Background: an optimization exercise with open tools, aiming at a short achievable clock period and few clock cycles. Do not read the settings as production practice.
The RTL was checked by simulation tests, not by an equivalence proof against the original design.
No activity file was given, so power comes from the tool's default toggle rates.

[config.mk]
export PLATFORM = sky130hd
export DESIGN_NAME = riscv_cpu
export DESIGN_NICKNAME = riscv_cpu
export VERILOG_FILES = /design/flow/design.v
export SDC_FILE = /design/flow/constraint.sdc
export NUM_CORES = 4
export LEC_CHECK = 0
export CAP_MARGIN = 20
export CORE_MARGIN = 2
export CORE_UTILIZATION = 40
export PLACE_DENSITY = 0.6
export SETUP_SLACK_MARGIN = 4.5
export SLEW_MARGIN = 20
export SYNTH_HIERARCHICAL = 1
export TNS_END_PERCENT = 5
[constraint.sdc]
create_clock -name core_clock -period 7.5 [get_ports {clk}]
set_input_delay 1.5000 -clock core_clock [delete_from_list [all_inputs] [get_ports {clk}]]
set_output_delay 1.5000 -clock core_clock [all_outputs]
set_load 0.01 [all_outputs]
[design.v]
package riscv_pkg;
endpackage
`timescale 1ns/100ps
module riscv_cpu (
    input  logic                 clk,
    input  logic                 reset,
    input  logic [32-1:0]     instr,
    output logic [32-1:0]     pc,
    input  logic [32-1:0]     read_data,
    output logic                 dmem_rd_en,
    output logic                 dmem_wr_en,
    output logic [32-1:0]     dmem_addr,
    output logic [32-1:0]     dmem_wr_data,
    input  logic                 cache_stall
);
    function automatic logic sum_is_zero(input logic [31:0] x, input logic [31:0] y,
                                         input logic cin);
        logic [31:0] t;
        logic [31:0] g;
        t = x ^ y;
        g = x | y;
        sum_is_zero = (t[0] == cin) && ((t[31:1] ^ g[30:0]) == 31'd0);
    endfunction
    function automatic logic alu_is_zero(input logic [31:0] x, input logic [31:0] y,
                                         input logic op_add, input logic op_sub,
                                         input logic op_and, input logic op_or,
                                         input logic op_xor);
        alu_is_zero = (op_add && sum_is_zero(x, y, 1'b0))
                   || (op_sub && sum_is_zero(x, ~y, 1'b1))
                   || (op_and && ((x & y) == 32'd0))
                   || (op_or  && ((x | y) == 32'd0))
                   || (op_xor && (x == y));
    endfunction
    function automatic logic [31:0] pick(input logic [4:0] sel, input logic [31:0] own,
                                         input logic [31:0] sum, input logic [31:0] diff,
                                         input logic [31:0] lgc, input logic [31:0] ld);
        pick = ({32{sel[0]}} & own) | ({32{sel[1]}} & sum) | ({32{sel[2]}} & diff)
             | ({32{sel[3]}} & lgc) | ({32{sel[4]}} & ld);
    endfunction
    localparam int BTB_N = 4;
    logic [31:0]      pc_q;
    logic [BTB_N-1:0] btb_v;
    logic [9:0]       btb_tag [BTB_N];
    logic [31:0]      btb_tgt [BTB_N];
    logic [BTB_N-1:0] btb_ptr;    
    logic             f_valid;
    logic [31:0]      f_instr;
    logic [31:0]      f_pc;
    logic             f_pred;
    logic [BTB_N-1:0] f_hit;
    logic        d_wrd;       
    logic [4:0]  d_rd;
    logic        d_ld;
    logic        d_st;
    logic        d_br;        
    logic        d_ne;
    logic        d_add;       
    logic        d_sub;
    logic        d_and;
    logic        d_or;
    logic        d_xor;
    logic [31:0] d_a;         
    logic [31:0] d_b;         
    logic [31:0] d_s;         
    logic [4:0]  fa, fb, fs;  
    logic [6:0]  zsel;        
    logic        z_ok;        
    logic [31:0] d_target;
    logic [31:0] d_pc;
    logic [31:0] d_fix;       
    logic        d_pred;
    logic [BTB_N-1:0] d_hit;
    logic        e_wrd;
    logic [4:0]  e_rd;
    logic        e_ld;
    logic        e_st;
    logic        e_wsum, e_wdiff, e_wlgc;   
    logic [31:0] e_sum;
    logic [31:0] e_diff;
    logic [31:0] e_lgc;
    logic [31:0] e_sd;
    logic        e_zero;      
    logic [31:0] regs [1:31];
    logic        zflag [1:31];
    assign pc           = pc_q;
    assign dmem_rd_en   = e_ld;
    assign dmem_wr_en   = e_st;
    assign dmem_addr    = e_sum;
    assign dmem_wr_data = e_sd;
    logic [31:0] mem_val;
    logic        mem_zero;
    assign mem_val  = pick({e_ld, e_wlgc, e_wdiff, e_wsum, 1'b0}, 32'd0, e_sum, e_diff,
                           e_lgc, read_data);
    assign mem_zero = e_ld ? (read_data == 32'd0) : e_zero;
    always_ff @(posedge clk) begin
        if (e_wrd && !cache_stall) begin
            regs[e_rd]  <= mem_val;
            zflag[e_rd] <= mem_zero;
        end
    end
    logic [6:0] opc;
    logic [2:0] f3;
    logic [4:0] rd, rs1, rs2;
    logic       f3_alu;
    logic       is_op, is_opi, is_ld, is_st, is_br;
    logic       i_sub, i_and, i_or, i_xor, i_add;
    logic       wrd;
    logic [31:0] imm_i, imm_s, imm_b;
    assign opc = f_instr[6:0];
    assign f3  = f_instr[14:12];
    assign rd  = f_instr[11:7];
    assign rs1 = f_instr[19:15];
    assign rs2 = f_instr[24:20];
    assign f3_alu = f3 == 3'b000 || (f3[2] && f3[1:0] != 2'b01);
    assign is_op  = f_valid && opc == 7'b0110011 && f3_alu && f_instr[31] == 1'b0
                    && f_instr[29:25] == 5'd0 && (!f_instr[30] || f3 == 3'b000);
    assign is_opi = f_valid && opc == 7'b0010011 && f3_alu;
    assign is_ld  = f_valid && opc == 7'b0000011 && f3 == 3'b010;
    assign is_st  = f_valid && opc == 7'b0100011 && f3 == 3'b010;
    assign is_br  = f_valid && opc == 7'b1100011 && f3[2:1] == 2'b00;
    assign i_sub = is_op && f_instr[30];
    assign i_xor = (is_op || is_opi) && f3 == 3'b100;
    assign i_or  = (is_op || is_opi) && f3 == 3'b110;
    assign i_and = (is_op || is_opi) && f3 == 3'b111;
    assign i_add = !(i_xor || i_or || i_and || i_sub);
    assign wrd = (is_op || is_opi || is_ld) && rd != 5'd0;
    assign imm_i = {{20{f_instr[31]}}, f_instr[31:20]};
    assign imm_s = {{20{f_instr[31]}}, f_instr[31:25], f_instr[11:7]};
    assign imm_b = {{19{f_instr[31]}}, f_instr[31], f_instr[7], f_instr[30:25],
                    f_instr[11:8], 1'b0};
    logic [31:0] rv1, rv2;
    assign rv1 = (rs1 == 5'd0) ? 32'd0 : (e_wrd && e_rd == rs1) ? mem_val : regs[rs1];
    assign rv2 = (rs2 == 5'd0) ? 32'd0 : (e_wrd && e_rd == rs2) ? mem_val : regs[rs2];
    logic m1, m2, m2b;
    logic [4:0] prod;         
    assign m1  = d_wrd && d_rd == rs1;
    assign m2  = d_wrd && d_rd == rs2;
    assign m2b = m2 && is_op;
    assign prod = {d_ld, d_and || d_or || d_xor, d_sub, d_add && !d_ld, 1'b0};
    logic [31:0] id_target;
    logic [31:0] id_pc4;
    assign id_target = f_pc + imm_b;
    assign id_pc4    = f_pc + 32'd4;
    logic [BTB_N-1:0] hit;
    logic             btb_hit;
    logic [31:0]      btb_target;
    logic             pc_hi_zero;
    assign pc_hi_zero = pc_q[31:10] == 22'd0;
    always_comb begin
        btb_target = 32'd0;
        for (int i = 0; i < BTB_N; i++) begin
            hit[i] = btb_v[i] && pc_hi_zero && btb_tag[i] == pc_q[9:0];
            btb_target = btb_target | ({32{hit[i]}} & btb_tgt[i]);
        end
    end
    assign btb_hit = |hit;
    logic [31:0] ex_a, ex_b, ex_s, ex_sum, ex_diff, ex_lgc;
    assign ex_a    = pick(fa, d_a, e_sum, e_diff, e_lgc, read_data);
    assign ex_b    = pick(fb, d_b, e_sum, e_diff, e_lgc, read_data);
    assign ex_s    = pick(fs, d_s, e_sum, e_diff, e_lgc, read_data);
    ex_adder #(.SUB(1'b0)) ex_add_inst (.fa(fa), .fb(fb), .d_a(d_a), .d_b(d_b), .e_sum(e_sum),
                          .e_diff(e_diff), .e_lgc(e_lgc), .ld(read_data), .y(ex_sum));
    ex_adder #(.SUB(1'b1)) ex_sub_inst (.fa(fa), .fb(fb), .d_a(d_a), .d_b(d_b), .e_sum(e_sum),
                          .e_diff(e_diff), .e_lgc(e_lgc), .ld(read_data), .y(ex_diff));
    assign ex_lgc  = ({32{d_and}} & (ex_a & ex_b))
                   | ({32{d_or}}  & (ex_a | ex_b))
                   | ({32{d_xor}} & (ex_a ^ ex_b));
    logic ex_zero;
    assign ex_zero = alu_is_zero(ex_a, ex_b, d_add, d_sub, d_and, d_or, d_xor);
    logic ex_eq, ex_taken, ex_redirect;
    logic exr0, exr1;         
    assign ex_eq       = ex_a == ex_s;
    assign exr0        = d_br && (d_ne != d_pred);
    assign exr1        = d_br && (d_ne == d_pred);
    assign ex_taken    = ex_eq != d_ne;
    assign ex_redirect = ex_eq ? exr1 : exr0;
    logic [4:0]  r;
    logic        br_z1, br_z2;
    logic        hit_ex, hit_mem;
    logic        z_ex, z_val;
    logic        id_ok;
    logic        id_taken;
    logic        id_redirect;
    assign br_z1   = rs1 == 5'd0;
    assign br_z2   = rs2 == 5'd0;
    assign r       = br_z1 ? rs2 : rs1;
    assign hit_ex  = d_wrd && d_rd == r;
    assign hit_mem = e_wrd && e_rd == r;
    ex_zero_test ex_zero_inst (.zsel(zsel), .d_a(d_a), .d_b(d_b), .e_sum(e_sum),
                               .e_diff(e_diff), .e_lgc(e_lgc),
                               .op({d_xor, d_or, d_and, d_sub, d_add}), .z(z_ex));
    logic use_zex, z_old;
    logic idr0, idr1;         
    logic id_a, id_b, id_c;
    assign use_zex = r != 5'd0 && hit_ex;
    assign z_old   = (r == 5'd0) || (hit_mem ? e_zero : zflag[r]);
    assign z_val   = use_zex ? z_ex : z_old;
    assign id_ok = (br_z1 || br_z2) && !(hit_ex && (d_ld || !z_ok))
                && !(!hit_ex && hit_mem && e_ld);
    assign id_taken    = z_val != f3[0];
    assign id_a        = f_valid && f_pred && !is_br;
    assign id_b        = is_br && id_ok;
    assign id_c        = f3[0] != f_pred;
    assign idr0        = id_a || (id_b && ((use_zex ? 1'b0 : z_old) != id_c));
    assign idr1        = id_a || (id_b && ((use_zex ? 1'b1 : z_old) != id_c));
    assign id_redirect = z_ex ? idr1 : idr0;
    logic             btb_ins, btb_inv;
    logic [9:0]       ins_tag;
    logic [31:0]      ins_tgt;
    logic [BTB_N-1:0] inv_hit;
    always_comb begin
        btb_ins = 1'b0;
        btb_inv = 1'b0;
        ins_tag = f_pc[9:0];
        ins_tgt = id_target;
        inv_hit = f_hit;
        if (ex_redirect) begin
            btb_ins = ex_taken;
            btb_inv = !ex_taken;
            ins_tag = d_pc[9:0];
            ins_tgt = d_target;
            inv_hit = d_hit;
        end else if (id_redirect) begin
            btb_ins = !f_pred;
            btb_inv = f_pred;
        end
    end
    logic             u_ins, u_inv;
    logic [9:0]       u_tag;
    logic [31:0]      u_tgt;
    logic [BTB_N-1:0] u_hit;
    always_ff @(posedge clk) begin
        if (reset) begin
            u_ins <= 1'b0;
            u_inv <= 1'b0;
        end else begin
            u_ins <= !cache_stall && btb_ins;
            u_inv <= !cache_stall && btb_inv;
        end
        u_tag <= ins_tag;
        u_tgt <= ins_tgt;
        u_hit <= inv_hit;
    end
    always_ff @(posedge clk) begin
        if (reset) begin
            btb_v   <= '0;
            btb_ptr <= BTB_N'(1);
        end else if (u_ins) begin
            btb_v   <= btb_v | btb_ptr;
            btb_ptr <= {btb_ptr[BTB_N-2:0], btb_ptr[BTB_N-1]};
        end else if (u_inv) begin
            btb_v   <= btb_v & ~u_hit;
        end
    end
    always_ff @(posedge clk) begin
        if (u_ins) begin
            for (int i = 0; i < BTB_N; i++) begin
                if (btb_ptr[i]) begin
                    btb_tag[i] <= u_tag;
                    btb_tgt[i] <= u_tgt;
                end
            end
        end
    end
    logic [31:0] pc_seq, pc_id, pc_z0, pc_z1, pc_next;
    logic        fv0, fv1;
    assign pc_seq  = btb_hit ? btb_target : pc_q + 32'd4;
    assign pc_id   = f_pred ? id_pc4 : id_target;
    assign pc_z0   = idr0 ? pc_id : pc_seq;
    assign pc_z1   = idr1 ? pc_id : pc_seq;
    pc_late_pick pc_late_inst (.ex_eq(ex_eq), .z_ex(z_ex), .exr0(exr0), .exr1(exr1),
                               .d_fix(d_fix), .pc_z0(pc_z0), .pc_z1(pc_z1),
                               .pc_next(pc_next));
    assign fv0     = !(exr0 || id_redirect);
    assign fv1     = !(exr1 || id_redirect);
    always_ff @(posedge clk) begin
        if (reset) begin
            pc_q    <= 32'h0000_0000;
            f_valid <= 1'b0;
        end else if (!cache_stall) begin
            pc_q    <= pc_next;
            f_valid <= ex_eq ? fv1 : fv0;
        end
    end
    always_ff @(posedge clk) begin
        if (!cache_stall) begin
            f_instr <= instr;
            f_pc    <= pc_q;
            f_pred  <= btb_hit;
            f_hit   <= hit;
        end
    end
    always_ff @(posedge clk) begin
        if (reset || (!cache_stall && ex_redirect)) begin
            d_wrd <= 1'b0;
            d_ld  <= 1'b0;
            d_st  <= 1'b0;
            d_br  <= 1'b0;
        end else if (!cache_stall) begin
            d_wrd <= wrd;
            d_ld  <= is_ld;
            d_st  <= is_st;
            d_br  <= is_br && !id_ok;
        end
    end
    always_ff @(posedge clk) begin
        if (!cache_stall) begin
            d_rd     <= rd;
            d_ne     <= f3[0];
            d_add    <= i_add;
            d_sub    <= i_sub;
            d_and    <= i_and;
            d_or     <= i_or;
            d_xor    <= i_xor;
            d_a      <= rv1;
            d_b      <= is_op ? rv2 : is_st ? imm_s : imm_i;
            d_s      <= rv2;
            fa       <= m1  ? prod : 5'b00001;
            fb       <= m2b ? prod : 5'b00001;
            fs       <= m2  ? prod : 5'b00001;
            zsel     <= {m2b ? prod[3:1] : 3'b000, m1 && !m2b ? prod[3:1] : 3'b000,
                         !m1 && !m2b};
            z_ok     <= !(m1 && m2b) && !((m1 || m2b) && d_ld);
            d_target <= id_target;
            d_pc     <= f_pc;
            d_fix    <= f_pred ? id_pc4 : id_target;
            d_pred   <= f_pred;
            d_hit    <= f_hit;
        end
    end
    always_ff @(posedge clk) begin
        if (reset) begin
            e_wrd <= 1'b0;
            e_ld  <= 1'b0;
            e_st  <= 1'b0;
        end else if (!cache_stall) begin
            e_wrd <= d_wrd;
            e_ld  <= d_ld;
            e_st  <= d_st;
        end
    end
    always_ff @(posedge clk) begin
        if (!cache_stall) begin
            e_rd    <= d_rd;
            e_wsum  <= d_add && !d_ld;
            e_wdiff <= d_sub;
            e_wlgc  <= d_and || d_or || d_xor;
            e_sum   <= ex_sum;
            e_diff  <= ex_diff;
            e_lgc   <= ex_lgc;
            e_sd    <= ex_s;
            e_zero  <= ex_zero;
        end
    end
endmodule
module ex_adder #(parameter logic SUB = 1'b0) (
    input  logic [4:0]  fa,
    input  logic [4:0]  fb,
    input  logic [31:0] d_a,
    input  logic [31:0] d_b,
    input  logic [31:0] e_sum,
    input  logic [31:0] e_diff,
    input  logic [31:0] e_lgc,
    input  logic [31:0] ld,
    output logic [31:0] y
);
    logic [31:0] a, b;
    assign a = ({32{fa[0]}} & d_a) | ({32{fa[1]}} & e_sum) | ({32{fa[2]}} & e_diff)
             | ({32{fa[3]}} & e_lgc) | ({32{fa[4]}} & ld);
    assign b = ({32{fb[0]}} & d_b) | ({32{fb[1]}} & e_sum) | ({32{fb[2]}} & e_diff)
             | ({32{fb[3]}} & e_lgc) | ({32{fb[4]}} & ld);
    assign y = SUB ? a - b : a + b;
endmodule
module ex_zero_test (
    input  logic [6:0]  zsel,
    input  logic [31:0] d_a,
    input  logic [31:0] d_b,
    input  logic [31:0] e_sum,
    input  logic [31:0] e_diff,
    input  logic [31:0] e_lgc,
    input  logic [4:0]  op,       
    output logic        z
);
    function automatic logic sum_is_zero(input logic [31:0] x, input logic [31:0] y,
                                         input logic cin);
        logic [31:0] t;
        logic [31:0] g;
        t = x ^ y;
        g = x | y;
        sum_is_zero = (t[0] == cin) && ((t[31:1] ^ g[30:0]) == 31'd0);
    endfunction
    function automatic logic alu_is_zero(input logic [31:0] x, input logic [31:0] y,
                                         input logic [4:0] o);
        alu_is_zero = (o[0] && sum_is_zero(x, y, 1'b0))
                   || (o[1] && sum_is_zero(x, ~y, 1'b1))
                   || (o[2] && ((x & y) == 32'd0))
                   || (o[3] && ((x | y) == 32'd0))
                   || (o[4] && (x == y));
    endfunction
    logic [6:0] zt;
    assign zt[0] = alu_is_zero(d_a,    d_b,    op);
    assign zt[1] = alu_is_zero(e_sum,  d_b,    op);
    assign zt[2] = alu_is_zero(e_diff, d_b,    op);
    assign zt[3] = alu_is_zero(e_lgc,  d_b,    op);
    assign zt[4] = alu_is_zero(d_a,    e_sum,  op);
    assign zt[5] = alu_is_zero(d_a,    e_diff, op);
    assign zt[6] = alu_is_zero(d_a,    e_lgc,  op);
    assign z = |(zsel & zt);
endmodule
module pc_late_pick (
    input  logic        ex_eq,
    input  logic        z_ex,
    input  logic        exr0,
    input  logic        exr1,
    input  logic [31:0] d_fix,
    input  logic [31:0] pc_z0,
    input  logic [31:0] pc_z1,
    output logic [31:0] pc_next
);
    logic [31:0] pc_z;
    assign pc_z    = z_ex ? pc_z1 : pc_z0;
    assign pc_next = (ex_eq ? exr1 : exr0) ? d_fix : pc_z;
endmodule
[run.sh]
#!/bin/bash
# synth_recipe.tcl (not shown) runs the flow's synth.tcl, then flattens the netlist and writes it again
# the make line also repeats each setting of config.mk as NAME=value (left out here)
make -C /OpenROAD-flow-scripts/flow DESIGN_CONFIG=/design/flow/config.mk WORK_HOME=/design/flow/orfs CLKGATE_MAP_FILE= SYNTH_SCRIPT=/design/flow/synth_recipe.tcl finish
==> run summary <==
CTS sink cnt 1697; core box area 259000 µm²; num ports 165; fmax 0.230 GHz; Peak VDD IR 249 µV; fillers 22400; total wire length 500000 µm; final setup vio count 0; share of cells above drive strength 1 0.267; Post-Route Skew 80.9 ps; YS warnings 10; Fin. Hold Viols 0; pre-CTS WS about 1500 ps; pwr/cell area between 200 and 300 nW/µm²; Final Hold Slack 428 ps; Starting Density 0.401; library cells used by synthesis 116; post-route clock period utilization 0.580; drt first pass iters 14; hold-fix buffer count after cts 0; cell count after synthesis 7796; Setup crit end pc_q[15]$_SDFFE_PP0N_; outcome timing/DRC/antenna clean; vias in the first global route slightly below 80000; register area 50000 µm²; register area share after synthesis 0.480; WL per Instance 41.1 µm; R2R Setup Slk ~3200 ps; first-pass GRT wire length roughly 660000 µm; CTS tree built; clock network latency to the later pin of the worst-skew pair 880 ps; Worst setup EP type flop; dpl hpwl 312000 µm; Mapped Avg Cell Area 13.3 µm²; 1st-iter DRT viols 14800; largest family of logic cells by synthesized area multiplexers; routed vias/inst between 6 and 7; RR Startpoint d_a[8]$_SDFFCE_PN0N_; Syn Nets 8720; Compound-Gate Fraction of Synth Area 0.0908; Post-DRT Antenna Nets 0; cell area after synthesis 104000 µm²; RSZ-0062 raised after global routing true; CTS max path bufs 3; CP required 8230 ps; LEAKAGE 0.0462 µW; # rows 187; H-Tree Depth 4; GPL Wtd Cong 1.06; initial antenna violation count 53; Post-Layout Cell Count 12200; Setup CP Type reg -> reg; Clk Tree Root Cell clkbuf_16; cts bufs inserted 183; Die W 514 µm; Final Slew Violations 0; total track usage 0.360; Tmin final 4350 ps; WP data arrival 5080 ps; max-cap violations 0; die height between 500 and 600 µm; Pwr Total 33400 µW; mux contribution to synthesized area 0.158; final setup TNS 0 ps; number of synthesized flops with an enable pin 1597; Multi-input gate area 53700 µm²; fin worst setup slack 3150 ps; nets@finish between 9000 and 10000; simple-gate portion of the synthesized area 0.0755; Slew @ Worst Pin 1220 ps; Area Growth Syn to Fin 21.9%; Buffers on Ports 164; xor/xnor cell area share of the yosys netlist 0.0616; worst hold path type reg -> reg; total number of vias 82600; Synth Flop Type edfxtp_1; Post-Place Cells 11200; die area 264000 µm²; startpoint types flop; largest net degree at the start of global routing 119; post-synthesis adder-cell area fraction 0.103; min-delay src d_pc[3]$_DFFE_PN_; asr flop ratio synth 0; crit path max fanout 8; R2R cell count 15; clk slew on worst S/H paths 60 ps; DRC violations left 0; worst rel slew slack 0.179; worst r2r dst pc_q[15]$_SDFFE_PP0N_; #FFs+latches synth 1697; grt total ovfl 0; Critical path origin d_a[8]$_SDFFCE_PN0N_
synth_stat cells (all sizes together) (124+ instances only):
cell type	instances	share of area
nand2	452	0.016
a222oi	196	0.019
a21oi	193	0.0094
o21ai	150	0.0073
edfxtp	1597	0.46
nor2	311	0.011
xor2	350	0.029
nor4	180	0.011
a22oi	330	0.024
mux2i	241	0.023
xnor2	382	0.032
nand4	287	0.017
mux4	554	0.12
buf	124	0.0066
ha	854	0.10
inv	340	0.012
clkbuf	312	0.011
a211oi	143	0.010
state kept, by name, indices dropped and copies added (netlist names), 31 cells and up, named ones only:
signal and cells:
e_sum 32, d_target 31, regs 992, e_lgc 32, d_fix 32, zflag 31, f_instr 32, u_tgt 32
d_b 32, btb_tag 38, d_a 32, pc_q 32, d_s 32, e_sd 32, f_pc 32, btb_tgt 126
e_diff 32
modules after synthesis (local to each module, per instance), excerpt:
| module | flops+latches | area [µm²] | cells |
|---|---|---|---|
| ex_zero_test | 0 | 15300 | 1676 |
| pc_late_pick | 0 | 1050 | 72 |
| riscv_cpu | 1697 | 80900 | 5086 |
where the power goes:
part | internal (µW) | leakage (µW) | switching, µW
sequential | 11300 | 0.0154 | 472
clock | 5250 | 0.00297 | 4100
combinational | 4550 | 0.0279 | 7730
total | 21100 | 0.0462 | 12300
layer usage:
layer  track usage  wire (µm)
met1         0.466     184000
met2         0.531     214000
met3         0.113      62800
met4         0.213      39000
met5      0.000548        170
cell type report:
type,count,area share
inverter,340,0.0116
timing repair buffer,1030,0.0883
clock inverter,116,0.0105
antenna,29,0.000572
clock buffer,229,0.0379
sequential,1697,0.394
multi-input combinational,5326,0.424
tap,3402,0.0336
cell families (layout without fill, tap and decap cells):
family	count (synthesis)	in the layout
compound gates	1268	1268
xor+xnor	732	732
fa+ha+maj	858	858
buf+inv	777	1715
flops	1697	1697
mux	914	916
other cells	0	29
simple gates	1550	1552
per-stage QoR:
| stage | area, µm² | utilization |
|---|---|---|
| 4_1_cts | 124000 | 0.478 |
| 3_3_place_gp | 111000 | 0.428 |
| 2_1_floorplan | 104000 | - |
| 5_1_grt | 127000 | 0.489 |
| 6_report | 127000 | 0.489 |
| 3_5_place_dp | 111000 | 0.428 |
critical path, cell delays in order (launching register included):
cell and delay [ps]:
edfxtp_1 530, buf_4 230, ha_1 240, nor4_4 510
nand4_1 530, nor3_2 480, a31oi_1 90, o41ai_2 90
a222oi_1 190, nand3_4 140, buf_12 170, buf_6 210
mux2_4 310, mux2_4 250, mux2i_1 150, nor2_1 60
how the worst min path moves through the flow:
stage	end	slack, ps	cells after the start
floorplan	u_tag[2]$_DFF_P_	420	2
finish	u_tag[3]$_DFF_P_	430	1
CTS	u_tag[3]$_DFF_P_	420	1
global placement	d_hit[1]$_DFFE_PN_	430	0
detailed placement	u_tag[2]$_DFF_P_	430	2
global route	u_tag[3]$_DFF_P_	440	1
repair_timing:
action                                  in CTS  in global routing
gates cloned                                34                 33
setup buffers                              381                 99
endpoints found under the setup margin    1716               1669
resized for setup                          644                251
pin swaps                                  165                 80
cells in the final DEF, fill, tap and decap left out, types with 31 or more instances in the layout:
cell             Yosys  final
a222oi_1           196    196
ha_1               854    776
xor2_1             350    340
o21ai_0            138    129
clkinv_2             0     38
buf_16               0     31
inv_1              339    284
a21oi_1            189    167
clkdlybuf4s50_1      0    129
xnor2_1            382    361
a211oi_1           141    125
nand4_1            285    285
clkinvlp_4           0     61
clkbuf_16            0    208
a21o_1              61     60
and3_1              35     34
nand3_1             82     78
nor2_4               0     33
edfxtp_1          1597   1597
nor4_2               0     45
dfxtp_1            100     91
ha_4                 0     45
clkbuf_1           311     41
clkinv_1             0     31
buf_4                4    597
mux2i_1            240    235
buf_6               23     89
nor3_1              52     41
mux2_2              57     53
nand2_1            450    429
mux4_2             554    554
buf_12               0     91
a22oi_1            329    325
ha_2                 0     33
nor4_1             179    121
mux2_4              61     67
nor2_1             311    272
Testbench counts, summed over its fixed seeds: cycles 40,507.

-- separate check: timing with driven ports --
The results above use ideal ports. As a check the final layout listed here was re-extracted and re-timed, cells and wires unchanged. Step 1 sets driving cells, clkbuf_16 on the clock port and buf_2 on the other inputs (assumed; they add their load-dependent delay and slew). Step 2 times the ports against the registers' clock, not the clock port: input delays grow and output delays shrink by t, the midpoint of the rising clock arrivals with the driver on. Slacks: ideal / step 1 / step 2; pairs: ideal / step 1.
t (ns): 0.930
setup WS [ns]: 3.153 / 3.153 / 2.476
cell pins on the clock port's net: 1
After both steps this run still meets setup and hold. For this run, drivers alone change the setup slack by 0.000 ns; drivers and shift together by -0.677 ns.
